Source: an optimization exercise on an open RTL-to-GDS flow (aim: small area). Production flows keep margins and buffers that such runs may drop.
At most, simulation tests tie the RTL to the original design; equivalence was not proved.
Power is estimated from default activity; no workload was simulated. The flow treats the clock pin as an ideal source, which a real chip does not have.

v3:
## data_mem_responder
module data_mem_responder
#(
    parameter int DATA_W = 32,
    parameter int ADDR_W = 10,
    parameter int DEPTH  = dmem_pkg::DMEM_DEPTH
) (
    input  logic              clk,
    input  logic              reset,
    input  logic              req_valid,
    output logic              req_ready,
    input  logic              req_write,
    input  logic [ADDR_W-1:0] req_addr,
    input  logic [DATA_W-1:0] req_wdata,
    output logic              resp_valid,
    input  logic              resp_ready,
    output logic [DATA_W-1:0] resp_rdata,
    output logic              resp_err,
    output logic              resp_zero
);
    localparam int IDX_W = dmem_pkg::DMEM_IDX_W;
    logic r_wait;
    logic r_resp;
    logic r_load;
    logic r_err;
    logic r_zero;
    logic w_idle;
    logic w_accept;
    logic w_in_range;
    logic w_mem_zero;
    assign w_idle     = ~r_wait & ~r_resp;
    assign w_accept   = req_valid & w_idle;
    assign w_in_range = (req_addr[ADDR_W-1:IDX_W] == '0);
    dmem_array #(
        .DATA_W (DATA_W),
        .DEPTH  (DEPTH),
        .IDX_W  (IDX_W)
    ) u_array (
        .clk     (clk),
        .i_clr   (reset),
        .i_cap   (w_idle),
        .i_store (w_accept & req_write & w_in_range),
        .i_addr  (req_addr[IDX_W-1:0]),
        .i_wdata (req_wdata),
        .i_show  (r_resp & r_load),
        .o_rdata (resp_rdata),
        .o_zero  (w_mem_zero)
    );
    always_ff @(posedge clk) begin
        if (reset) begin
            r_wait <= 1'b0;
            r_resp <= 1'b0;
        end else begin
            r_wait <= w_accept;
            r_resp <= r_wait | (r_resp & ~resp_ready);
        end
    end
    always_ff @(posedge clk) begin
        if (w_idle) begin
            r_load <= ~req_write & w_in_range;
            r_err  <= ~w_in_range;
        end
    end
    always_ff @(posedge clk) begin
        r_zero <= ~r_load | w_mem_zero;
    end
    assign req_ready  = w_idle;
    assign resp_valid = r_resp;
  ...
Size in the first run: ~1100 flip-flops, ~83 I/O pins, about 30000 um^2 of cells after synthesis.
==> module dmem_array, before the edit <==
module dmem_array
#(
    parameter int DATA_W = 32,
    parameter int DEPTH  = dmem_pkg::DMEM_DEPTH,
    parameter int IDX_W  = dmem_pkg::DMEM_IDX_W
) (
    input  logic              clk,
    input  logic              i_clr,
    input  logic              i_cap,
    input  logic              i_store,
    input  logic [IDX_W-1:0]  i_addr,
    input  logic [DATA_W-1:0] i_wdata,
    input  logic              i_show,
    output logic [DATA_W-1:0] o_rdata,
    output logic              o_zero
);
    localparam int NRING = 11;    
    logic [2:0]              r_t6;
    logic [1:0]              r_t4;
    logic                    r_post1;
    logic                    r_post2;
    logic [3:0]              r_ringb;
    logic [NRING-1:0]        w_ring;
    logic [2:0]              r_q6;
    logic [1:0]              r_q4;
    logic [DATA_W-1:0]       r_wdata;
    logic                    r_wpend;
    logic [DEPTH-1:0][DATA_W-1:0] r_row;
    logic [DEPTH-1:0][DATA_W-1:0] w_row_next;
    logic [2:0]              w_t6_next;
    logic [1:0]              w_t4_next;
    logic [3:0]              w_ring_bin;
    logic [1:0]              w_place;
    logic [2:0]              w_q6_cap;
    logic [1:0]              w_q4_cap;
    logic                    w_two;
    logic [2:0]              w_row3;
    logic [1:0]              w_row2;
    logic                    w_x;
    logic                    w_fire;
    logic                    w_enc;
    logic [NRING-1:0]        w_ring_a;
    logic [NRING-1:0]        w_ring_b;
    logic [DEPTH-1:0]        w_sel_n;
    logic [DATA_W-1:0]       w_col_d;
    logic [DATA_W-1:0]       w_col_z;
    logic                    w_show0_n;
    logic                    w_show1_n;
    logic                    w_dirty;
    assign w_t6_next = i_clr ? 3'd0 : (r_t6 == 3'd5) ? 3'd0 : r_t6 + 3'd1;
    assign w_t4_next = i_clr ? 2'd0 : r_t4 + 2'd1;
    always_ff @(posedge clk) begin
        r_t6    <= w_t6_next;
        r_t4    <= w_t4_next;
        r_post1 <= i_clr;
        r_post2 <= r_post1;
    end
    always_comb begin
        if (i_addr[1:0] != 2'd3) begin
            w_ring_bin = {1'b0, i_addr[4:2]};
            w_place    = i_addr[1:0];
        end else if (i_addr[4:2] < 3'd3) begin
            w_ring_bin = 4'd8;
            w_place    = i_addr[3:2];
        end else if (i_addr[4:2] < 3'd6) begin
            w_ring_bin = 4'd9;
            w_place    = 2'(i_addr[4:2] - 3'd3);
        end else begin
            w_ring_bin = 4'd10;
            w_place    = {1'b0, i_addr[2]};
        end
        case (w_place)
            2'd1:    w_q6_cap = (w_t6_next >= 3'd2) ? w_t6_next - 3'd2 : w_t6_next + 3'd4;
            2'd2:    w_q6_cap = (w_t6_next >= 3'd1) ? w_t6_next - 3'd1 : 3'd5;
            default: w_q6_cap = w_t6_next;
        endcase
        w_q4_cap = w_t4_next - w_place;
    end
    always_ff @(posedge clk) begin
        if (i_cap) begin
            r_ringb <= w_ring_bin;
            r_q6    <= w_q6_cap;
            r_q4    <= w_q4_cap;
            r_wdata <= i_wdata;
        end else begin
            r_q6    <= (r_q6 == 3'd5) ? 3'd0 : r_q6 + 3'd1;
            r_q4    <= r_q4 + 2'd1;
        end
    end
    always_comb begin
        for (int k = 0; k < NRING; k++)
            w_ring[k] = (r_ringb == 4'(k));
    end
    assign w_two   = w_ring[NRING-1];
    assign w_row3  = {r_q6 == 3'd2 || r_q6 == 3'd5,
                      r_q6 == 3'd1 || r_q6 == 3'd4,
                      r_q6 == 3'd0 || r_q6 == 3'd3};
    assign w_row2  = {r_q4[0], ~r_q4[0]};
    assign w_x     = w_two ? r_q4[1] : (r_q6 >= 3'd3);
    assign w_fire  = r_wpend & ~i_clr & (w_two ? w_row2[1] : w_row3[2]);
    always_ff @(posedge clk) begin
        if (i_clr) begin
            r_wpend <= 1'b0;
        end else if (i_store) begin
            r_wpend <= 1'b1;
        end else if (w_fire) begin
            r_wpend <= 1'b0;
        end
    end
    assign w_enc   = w_two ? r_q4[1] : (r_q6 == 3'd5);
    assign w_col_d = r_wdata ^ {DATA_W{w_enc}};
    always_comb begin
        for (int k = 0; k < NRING; k++) begin
            w_ring_a[k] = ~(w_fire & w_ring[k]);
            w_ring_b[k] = ~w_ring_a[k] | i_clr | r_post1 |
                          ((k < NRING - 1) ? r_post2 : 1'b0);
        end
        for (int k = 0; k < NRING - 1; k++)
            for (int r = 0; r < 3; r++)
                w_sel_n[3*k+r] = ~(w_ring[k] & w_row3[r]);
        for (int r = 0; r < 2; r++)
            w_sel_n[3*(NRING-1)+r] = ~(w_two & w_row2[r]);
    end
    for (genvar k = 0; k < NRING; k++) begin : g_ring
        localparam int RA = 3 * k;
        localparam int RL = (k < NRING - 1) ? RA + 2 : RA + 1;
        for (genvar j = 0; j < DATA_W; j++) begin : g_bit
            dmem_cell_nx u_nx (
                .i_a (w_ring_a[k]),
                .i_b (w_ring_b[k]),
                .i_d (w_col_d[j]),
                .i_s (r_row[RL][j]),
                .o_y (w_row_next[RA][j])
            );
        end
        for (genvar r = RA + 1; r <= RL; r++) begin : g_move
            assign w_row_next[r] = r_row[r-1];
        end
    end
    always_ff @(posedge clk) begin
        r_row <= w_row_next;
    end
    assign w_show0_n = ~(i_show & ~w_x);
    assign w_show1_n = ~(i_show & w_x);
    for (genvar j = 0; j < DATA_W; j++) begin : g_col
        logic [DEPTH-1:0] w_col_s;
        for (genvar r = 0; r < DEPTH; r++) begin : g_s
            assign w_col_s[r] = r_row[r][j];
        end
        dmem_rd_col #(.DEPTH(DEPTH)) u_col (
            .i_sel_n   (w_sel_n),
            .i_s       (w_col_s),
            .i_show0_n (w_show0_n),
            .i_show1_n (w_show1_n),
            .o_z       (w_col_z[j]),
            .o_q       (o_rdata[j])
        );
    end
    assign w_dirty = r_post2 & ~w_two & w_row3[2];
    assign o_zero = w_dirty | (w_x ? ~(|w_col_z) : (&w_col_z));
endmodule
==> flow/config.mk <==
export PLATFORM = sky130hd
export DESIGN_NAME = data_mem_responder
export DESIGN_NICKNAME = data_mem_responder
export VERILOG_FILES = /design/flow/design.v
export SDC_FILE = /design/flow/constraint.sdc
export NUM_CORES = 4
export LEC_CHECK = 0
export CAP_MARGIN = 20
export CORE_MARGIN = 2
export CORE_UTILIZATION = 40
export PLACE_DENSITY = 0.8
export SLEW_MARGIN = 20
export SYNTH_HIERARCHICAL = 1
==> flow/constraint.sdc <==
create_clock -name core_clock -period 6.0 [get_ports {clk}]
set_input_delay 1.2000 -clock core_clock [delete_from_list [all_inputs] [get_ports {clk}]]
set_output_delay 1.2000 -clock core_clock [all_outputs]
set_load 0.01 [all_outputs]
standard.sh (not shown) runs the stock make flow with config.mk's settings and CLKGATE_MAP_FILE= SYNTH_SCRIPT=/design/flow/synth_recipe.tcl, a recipe that flattens the netlist after the stock synthesis.
==> flow/flow/run.sh <==
#!/bin/bash
# Standard ORFS layout (the standard.sh, synthesis included) with these
# knobs changed:
#  - before floorplan, combinational cells are put back to drive 1
#    (flow/downsize.tcl); repair sizes up where needed;
#  - port buffers use the small sky130_fd_sc_hd__buf_1 (repair may upsize);
#  - CTS inserts no dummy loads, and clusters up to 32 sinks per
#    clkbuf_16 leaf buffer.
set -euo pipefail
export PRE_FLOORPLAN_TCL="$PWD/flow/downsize.tcl"
export BUFFER_PORTS_ARGS="-buffer_cell sky130_fd_sc_hd__buf_1"
export CTS_ARGS="-sink_clustering_enable -repair_clock_nets -dont_use_dummy_load -buf_list sky130_fd_sc_hd__clkbuf_16 -root_buf sky130_fd_sc_hd__clkbuf_16 -sink_clustering_size 32 -sink_clustering_max_diameter 120"
bash standard.sh > standard_flow.log 2>&1
==> flow/flow/downsize.tcl <==
# Before floorplan: put every combinational cell that synthesis sized up
# back to its drive-1 variant (same function); the later repair steps size
# up again only where slew, capacitance or timing need it.
set db [ord::get_db]
set block [ord::get_db_block]
set n 0
foreach inst [$block getInsts] {
  set name [[$inst getMaster] getName]
  if { ![regexp {^(sky130_fd_sc_hd__[a-z0-9]+)_([0-9]+)$} $name -> base drive] } {
    continue
  }
  if { $drive <= 1 } {
    continue
  }
  if { [regexp {df|dl|buf|inv|conb|tap|fill|decap} $base] } {
    continue
  }
  set m1 [$db findMaster ${base}_1]
  if { $m1 ne "NULL" && $m1 ne "" } {
    $inst swapMaster $m1
    incr n
  }
}
puts "downsize.tcl: $n instances set to drive 1"
v3 completed every stage of the flow, and the final layout passed the timing, DRC and antenna checks.
Inputs modified between v3 and v20:
--- a/flow/design.v
+++ b/flow/design.v
@@ -24,6 +24,5 @@
     logic                    r_post1;
     logic                    r_post2;
-    logic [3:0]              r_ringb;
-    logic [NRING-1:0]        w_ring;
+    logic [NRING-1:0]        r_ring;
     logic [2:0]              r_q6;
     logic [1:0]              r_q4;
@@ -83,5 +82,6 @@
     always_ff @(posedge clk) begin
         if (i_cap) begin
-            r_ringb <= w_ring_bin;
+            for (int k = 0; k < NRING; k++)
+                r_ring[k] <= (w_ring_bin == 4'(k));
             r_q6    <= w_q6_cap;
             r_q4    <= w_q4_cap;
@@ -92,9 +92,5 @@
         end
     end
-    always_comb begin
-        for (int k = 0; k < NRING; k++)
-            w_ring[k] = (r_ringb == 4'(k));
-    end
-    assign w_two   = w_ring[NRING-1];
+    assign w_two   = r_ring[NRING-1];
     assign w_row3  = {r_q6 == 3'd2 || r_q6 == 3'd5,
                       r_q6 == 3'd1 || r_q6 == 3'd4,
@@ -116,5 +112,5 @@
     always_comb begin
         for (int k = 0; k < NRING; k++) begin
-            w_ring_a[k] = ~(w_fire & w_ring[k]);
+            w_ring_a[k] = ~(w_fire & r_ring[k]);
             w_ring_b[k] = ~w_ring_a[k] | i_clr | r_post1 |
                           ((k < NRING - 1) ? r_post2 : 1'b0);
@@ -122,5 +118,5 @@
         for (int k = 0; k < NRING - 1; k++)
             for (int r = 0; r < 3; r++)
-                w_sel_n[3*k+r] = ~(w_ring[k] & w_row3[r]);
+                w_sel_n[3*k+r] = ~(r_ring[k] & w_row3[r]);
         for (int r = 0; r < 2; r++)
             w_sel_n[3*(NRING-1)+r] = ~(w_two & w_row2[r]);
Results
v20 against v3: global-route wire length before repair dropped 450 um; number of cells on the critical path -1; die area higher; final setup slack of the worst path now sits lower. Clock network fraction of total power in v20 vs v3: down 1.2 points. Relative contribution of combinational cells to total power in v20 is 4.0 points above v3. Changes observed in v20 relative to v3: initial antenna violation count climbed 1, sum of met3 wire segment lengths after detailed routing fell by about 2.6%, largest net degree at the start of global routing went down by about 16%, cell count comparable. Relative to v3, synthesized area increased by about 0.6% in v20.
Function not checked in v3: the RTL went through the layout flow alone.

oak:
data_mem_responder, a different RTL version from the one above (not shown whole).
==> module dmem_array, before the edit <==
module dmem_array
#(
    parameter int DATA_W = 32,
    parameter int DEPTH  = dmem_pkg::DMEM_DEPTH,
    parameter int IDX_W  = dmem_pkg::DMEM_IDX_W
) (
    input  logic              clk,
    input  logic              i_clr,
    input  logic              i_kill,
    input  logic [IDX_W-1:0]  i_kaddr,
    input  logic              i_set,
    input  logic [DATA_W-1:0] i_sdata,
    input  logic [3:0]        i_rlo,
    input  logic [DEPTH/4-1:0] i_rhi,
    input  logic              i_show,
    output logic [DATA_W-1:0] o_rdata,
    output logic              o_zero
);
    logic                         r_par;
    logic [DEPTH-1:0][DATA_W-1:0] r_bits;
    logic [DEPTH-1:0][DATA_W-1:0] w_next;
    logic [DEPTH-1:0]             w_row_r;
    logic [DEPTH-1:0]             w_rsel_n;
    logic [DATA_W-1:0]            w_col_d;
    logic [DATA_W-1:0]            w_col_z;
    logic                         w_show0_n;
    logic                         w_show1_n;
    always_ff @(posedge clk) begin
        r_par <= ~r_par & ~i_clr;
    end
    always_comb begin
        for (int i = 0; i < DEPTH; i++) begin
            w_rsel_n[i] = ~(i_rlo[i % 4] & i_rhi[i / 4]);
            w_row_r[i]  = i_clr | (i_kill & (i_kaddr == IDX_W'(i))) |
                          (i_set & ~w_rsel_n[i]);
        end
    end
    assign w_col_d = {DATA_W{i_clr | i_kill}} | (i_sdata ^ {DATA_W{r_par}});
    for (genvar i = 0; i < DEPTH; i++) begin : g_row
        for (genvar j = 0; j < DATA_W; j++) begin : g_bit
            dmem_cell_nx u_nx (
                .i_r (w_row_r[i]),
                .i_c (w_col_d[j]),
                .i_s (r_bits[i][j]),
                .o_y (w_next[i][j])
            );
        end
    end
    always_ff @(posedge clk) begin
        r_bits <= w_next;
    end
    assign w_show0_n = ~(i_show & ~r_par);
    assign w_show1_n = ~(i_show & r_par);
    for (genvar j = 0; j < DATA_W; j++) begin : g_col
        logic [DEPTH-1:0] w_col_s;
        for (genvar i = 0; i < DEPTH; i++) begin : g_s
            assign w_col_s[i] = r_bits[i][j];
        end
        dmem_rd_col #(.DEPTH(DEPTH)) u_col (
            .i_sel_n   (w_rsel_n),
            .i_s       (w_col_s),
            .i_show0_n (w_show0_n),
            .i_show1_n (w_show1_n),
            .o_z       (w_col_z[j]),
            .o_q       (o_rdata[j])
        );
    end
    assign o_zero = r_par ? ~(|w_col_z) : (&w_col_z);
endmodule
==> module dmem_cell_nx, before the edit <==
module dmem_cell_nx (
    input  logic i_r,
    input  logic i_c,
    input  logic i_s,
    output logic o_y
);
    assign o_y = ~((i_r & i_c) | i_s);
endmodule
==> module data_mem_responder, before the edit <==
module data_mem_responder
#(
    parameter int DATA_W = 32,
    parameter int ADDR_W = 10,
    parameter int DEPTH  = dmem_pkg::DMEM_DEPTH
) (
    input  logic              clk,
    input  logic              reset,
    input  logic              req_valid,
    output logic              req_ready,
    input  logic              req_write,
    input  logic [ADDR_W-1:0] req_addr,
    input  logic [DATA_W-1:0] req_wdata,
    output logic              resp_valid,
    input  logic              resp_ready,
    output logic [DATA_W-1:0] resp_rdata,
    output logic              resp_err,
    output logic              resp_zero
);
    localparam int IDX_W = dmem_pkg::DMEM_IDX_W;
    logic               r_wait;
    logic               r_resp;
    logic [3:0]         r_rlo;
    logic [DEPTH/4-1:0] r_rhi;
    logic               r_load;
    logic               r_err;
    logic               r_zero;
    logic [DATA_W-1:0]  r_wdata;
    logic               w_idle;
    logic               w_accept;
    logic               w_in_range;
    logic               w_mem_we;
    logic               w_mem_zero;
    assign w_idle     = ~r_wait & ~r_resp;
    assign w_accept   = req_valid & w_idle;
    assign w_in_range = (req_addr[ADDR_W-1:IDX_W] == '0);
    assign w_mem_we   = w_accept & req_write & w_in_range;
    dmem_array #(
        .DATA_W (DATA_W),
        .DEPTH  (DEPTH),
        .IDX_W  (IDX_W)
    ) u_array (
        .clk     (clk),
        .i_clr   (reset),
        .i_kill  (w_mem_we),
        .i_kaddr (req_addr[IDX_W-1:0]),
        .i_set   (r_wait & ~r_load & ~r_err),
        .i_sdata (r_wdata),
        .i_rlo   (r_rlo),
        .i_rhi   (r_rhi),
        .i_show  (r_resp & r_load),
        .o_rdata (resp_rdata),
        .o_zero  (w_mem_zero)
    );
    always_ff @(posedge clk) begin
        if (reset) begin
            r_wait <= 1'b0;
            r_resp <= 1'b0;
        end else begin
            r_wait <= w_accept;
            r_resp <= r_wait | (r_resp & ~resp_ready);
        end
    end
    always_ff @(posedge clk) begin
        if (w_idle) begin
            for (int k = 0; k < 4; k++)
                r_rlo[k] <= (req_addr[1:0] == 2'(k));
            for (int k = 0; k < DEPTH / 4; k++)
                r_rhi[k] <= (req_addr[IDX_W-1:2] == (IDX_W-2)'(k));
            r_load <= ~req_write & w_in_range;
            r_err  <= ~w_in_range;
        end
    end
    always_ff @(posedge clk) begin
        r_wdata <= req_wdata;
    end
    always_ff @(posedge clk) begin
        r_zero <= ~r_load | w_mem_zero;
    end
    assign req_ready  = w_idle;
    assign resp_valid = r_resp;
    assign resp_err   = r_resp & r_err;
    assign resp_zero  = r_resp & r_zero;
endmodule
Settings: LEC_CHECK=0, CAP_MARGIN=20, CORE_MARGIN=2, CORE_UTILIZATION=40, SLEW_MARGIN=20, SYNTH_HIERARCHICAL=1; clock period 6.0 ns.
==> flow/flow/run.sh <==
#!/bin/bash
# Standard ORFS layout (the standard.sh, synthesis included) with these
# knobs changed:
#  - before floorplan, combinational cells are put back to drive 1
#    (flow/downsize.tcl); repair sizes up where needed;
#  - port buffers use the small sky130_fd_sc_hd__buf_1 (repair may upsize);
#  - CTS inserts no dummy loads, and clusters up to 25 sinks per
#    clkbuf_16 leaf buffer.
set -euo pipefail
export PRE_FLOORPLAN_TCL="$PWD/flow/downsize.tcl"
export BUFFER_PORTS_ARGS="-buffer_cell sky130_fd_sc_hd__buf_1"
export CTS_ARGS="-sink_clustering_enable -repair_clock_nets -dont_use_dummy_load -buf_list sky130_fd_sc_hd__clkbuf_16 -root_buf sky130_fd_sc_hd__clkbuf_16 -sink_clustering_size 25 -sink_clustering_max_diameter 100"
bash standard.sh > standard_flow.log 2>&1
Scripts as last shown in full above: flow/flow/downsize.tcl
Modified inputs, pine compared to oak
--- a/flow/design.v
+++ b/flow/design.v
@@ -8,45 +8,46 @@
     parameter int DEPTH  = dmem_pkg::DMEM_DEPTH,
     parameter int IDX_W  = dmem_pkg::DMEM_IDX_W
 ) (
     input  logic              clk,
     input  logic              i_clr,
-    input  logic              i_kill,
-    input  logic [IDX_W-1:0]  i_kaddr,
-    input  logic              i_set,
-    input  logic [DATA_W-1:0] i_sdata,
+    input  logic              i_we,
+    input  logic [IDX_W-1:0]  i_waddr,
+    input  logic [DATA_W-1:0] i_wdata,
     input  logic [3:0]        i_rlo,
     input  logic [DEPTH/4-1:0] i_rhi,
     input  logic              i_show,
     output logic [DATA_W-1:0] o_rdata,
     output logic              o_zero
 );
     logic                         r_par;
     logic [DEPTH-1:0][DATA_W-1:0] r_bits;
     logic [DEPTH-1:0][DATA_W-1:0] w_next;
-    logic [DEPTH-1:0]             w_row_r;
+    logic [DEPTH-1:0]             w_row_a;
+    logic [DEPTH-1:0]             w_row_b;
     logic [DEPTH-1:0]             w_rsel_n;
     logic [DATA_W-1:0]            w_col_d;
     logic [DATA_W-1:0]            w_col_z;
     logic                         w_show0_n;
     logic                         w_show1_n;
     always_ff @(posedge clk) begin
         r_par <= ~r_par & ~i_clr;
     end
     always_comb begin
         for (int i = 0; i < DEPTH; i++) begin
+            w_row_a[i]  = ~(i_we & ~i_clr & (i_waddr == IDX_W'(i)));
+            w_row_b[i]  = ~w_row_a[i] | i_clr;
             w_rsel_n[i] = ~(i_rlo[i % 4] & i_rhi[i / 4]);
-            w_row_r[i]  = i_clr | (i_kill & (i_kaddr == IDX_W'(i))) |
-                          (i_set & ~w_rsel_n[i]);
-        end
-    end
-    assign w_col_d = {DATA_W{i_clr | i_kill}} | (i_sdata ^ {DATA_W{r_par}});
+        end
+    end
+    assign w_col_d = i_wdata ^ {DATA_W{r_par}};
     for (genvar i = 0; i < DEPTH; i++) begin : g_row
         for (genvar j = 0; j < DATA_W; j++) begin : g_bit
             dmem_cell_nx u_nx (
-                .i_r (w_row_r[i]),
-                .i_c (w_col_d[j]),
+                .i_a (w_row_a[i]),
+                .i_b (w_row_b[i]),
+                .i_d (w_col_d[j]),
                 .i_s (r_bits[i][j]),
                 .o_y (w_next[i][j])
             );
         end
     end
@@ -70,16 +71,17 @@
         );
     end
     assign o_zero = r_par ? ~(|w_col_z) : (&w_col_z);
 endmodule
 module dmem_cell_nx (
-    input  logic i_r,
-    input  logic i_c,
+    input  logic i_a,
+    input  logic i_b,
+    input  logic i_d,
     input  logic i_s,
     output logic o_y
 );
-    assign o_y = ~((i_r & i_c) | i_s);
+    assign o_y = ~((i_a | i_d) & (i_b | i_s));
 endmodule
 module dmem_rd_col
 #(
     parameter int DEPTH = dmem_pkg::DMEM_DEPTH
 ) (
@@ -150,11 +152,10 @@
     logic [3:0]         r_rlo;
     logic [DEPTH/4-1:0] r_rhi;
     logic               r_load;
     logic               r_err;
     logic               r_zero;
-    logic [DATA_W-1:0]  r_wdata;
     logic               w_idle;
     logic               w_accept;
     logic               w_in_range;
     logic               w_mem_we;
     logic               w_mem_zero;
@@ -167,14 +168,13 @@
         .DEPTH  (DEPTH),
         .IDX_W  (IDX_W)
     ) u_array (
         .clk     (clk),
         .i_clr   (reset),
-        .i_kill  (w_mem_we),
-        .i_kaddr (req_addr[IDX_W-1:0]),
-        .i_set   (r_wait & ~r_load & ~r_err),
-        .i_sdata (r_wdata),
+        .i_we    (w_mem_we),
+        .i_waddr (req_addr[IDX_W-1:0]),
+        .i_wdata (req_wdata),
         .i_rlo   (r_rlo),
         .i_rhi   (r_rhi),
         .i_show  (r_resp & r_load),
         .o_rdata (resp_rdata),
         .o_zero  (w_mem_zero)
@@ -197,13 +197,10 @@
             r_load <= ~req_write & w_in_range;
             r_err  <= ~w_in_range;
         end
     end
     always_ff @(posedge clk) begin
-        r_wdata <= req_wdata;
-    end
-    always_ff @(posedge clk) begin
         r_zero <= ~r_load | w_mem_zero;
     end
     assign req_ready  = w_idle;
     assign resp_valid = r_resp;
     assign resp_err   = r_resp & r_err;
### Flow results
Instance area after placement: pine vs oak up about 5%
Per the comparison of pine with oak, area of the placeable core increased 1.4%, non-filler instance count after layout higher, fmax stayed essentially flat.
pine vs. oak: number of antenna violations at the first check in global routing increased by 8 relative to the old numbers, global-route usage over all layers went up 4.1 points, total number of clock tree sinks decreased 3.0%, logic gate share of total power saw an increase, sequential cell count shows a reduction of 32.
pine vs oak: first-pass GRT wire length up

## static timing again, ports no longer ideal
How much do the figures lean on ideal ports? The routed layouts below were timed once more, with nothing changed but the port constraints.
Step 1 (the two cells are an assumption about what drives the block):
set clk [get_ports {clk}]
set_driving_cell -lib_cell sky130_fd_sc_hd__clkbuf_16 $clk
set_driving_cell -lib_cell sky130_fd_sc_hd__buf_2 [delete_from_list [all_inputs] $clk]
Step 2 times the ports against the registers' clock, not the clock port: input delays grow and output delays shrink by t, the midpoint of the rising clock arrivals with the driver on.
Slacks: ideal / step 1 / step 2; pairs: ideal / step 1.
run | t (ns) | slack for setup (ns) | worst register clock-pin slew, ns
v3 | 0.662 | 0.409 / 0.345 / 0.932 | 0.12 / 0.12
v20 | 0.668 | 0.212 / 0.150 / 0.766 | 0.12 / 0.12
oak | 0.693 | 0.461 / 0.391 / 1.083 | 0.11 / 0.11
pine | 0.676 | 0.464 / 0.397 / 1.073 | 0.11 / 0.11
After both steps every run listed still meets setup and hold.
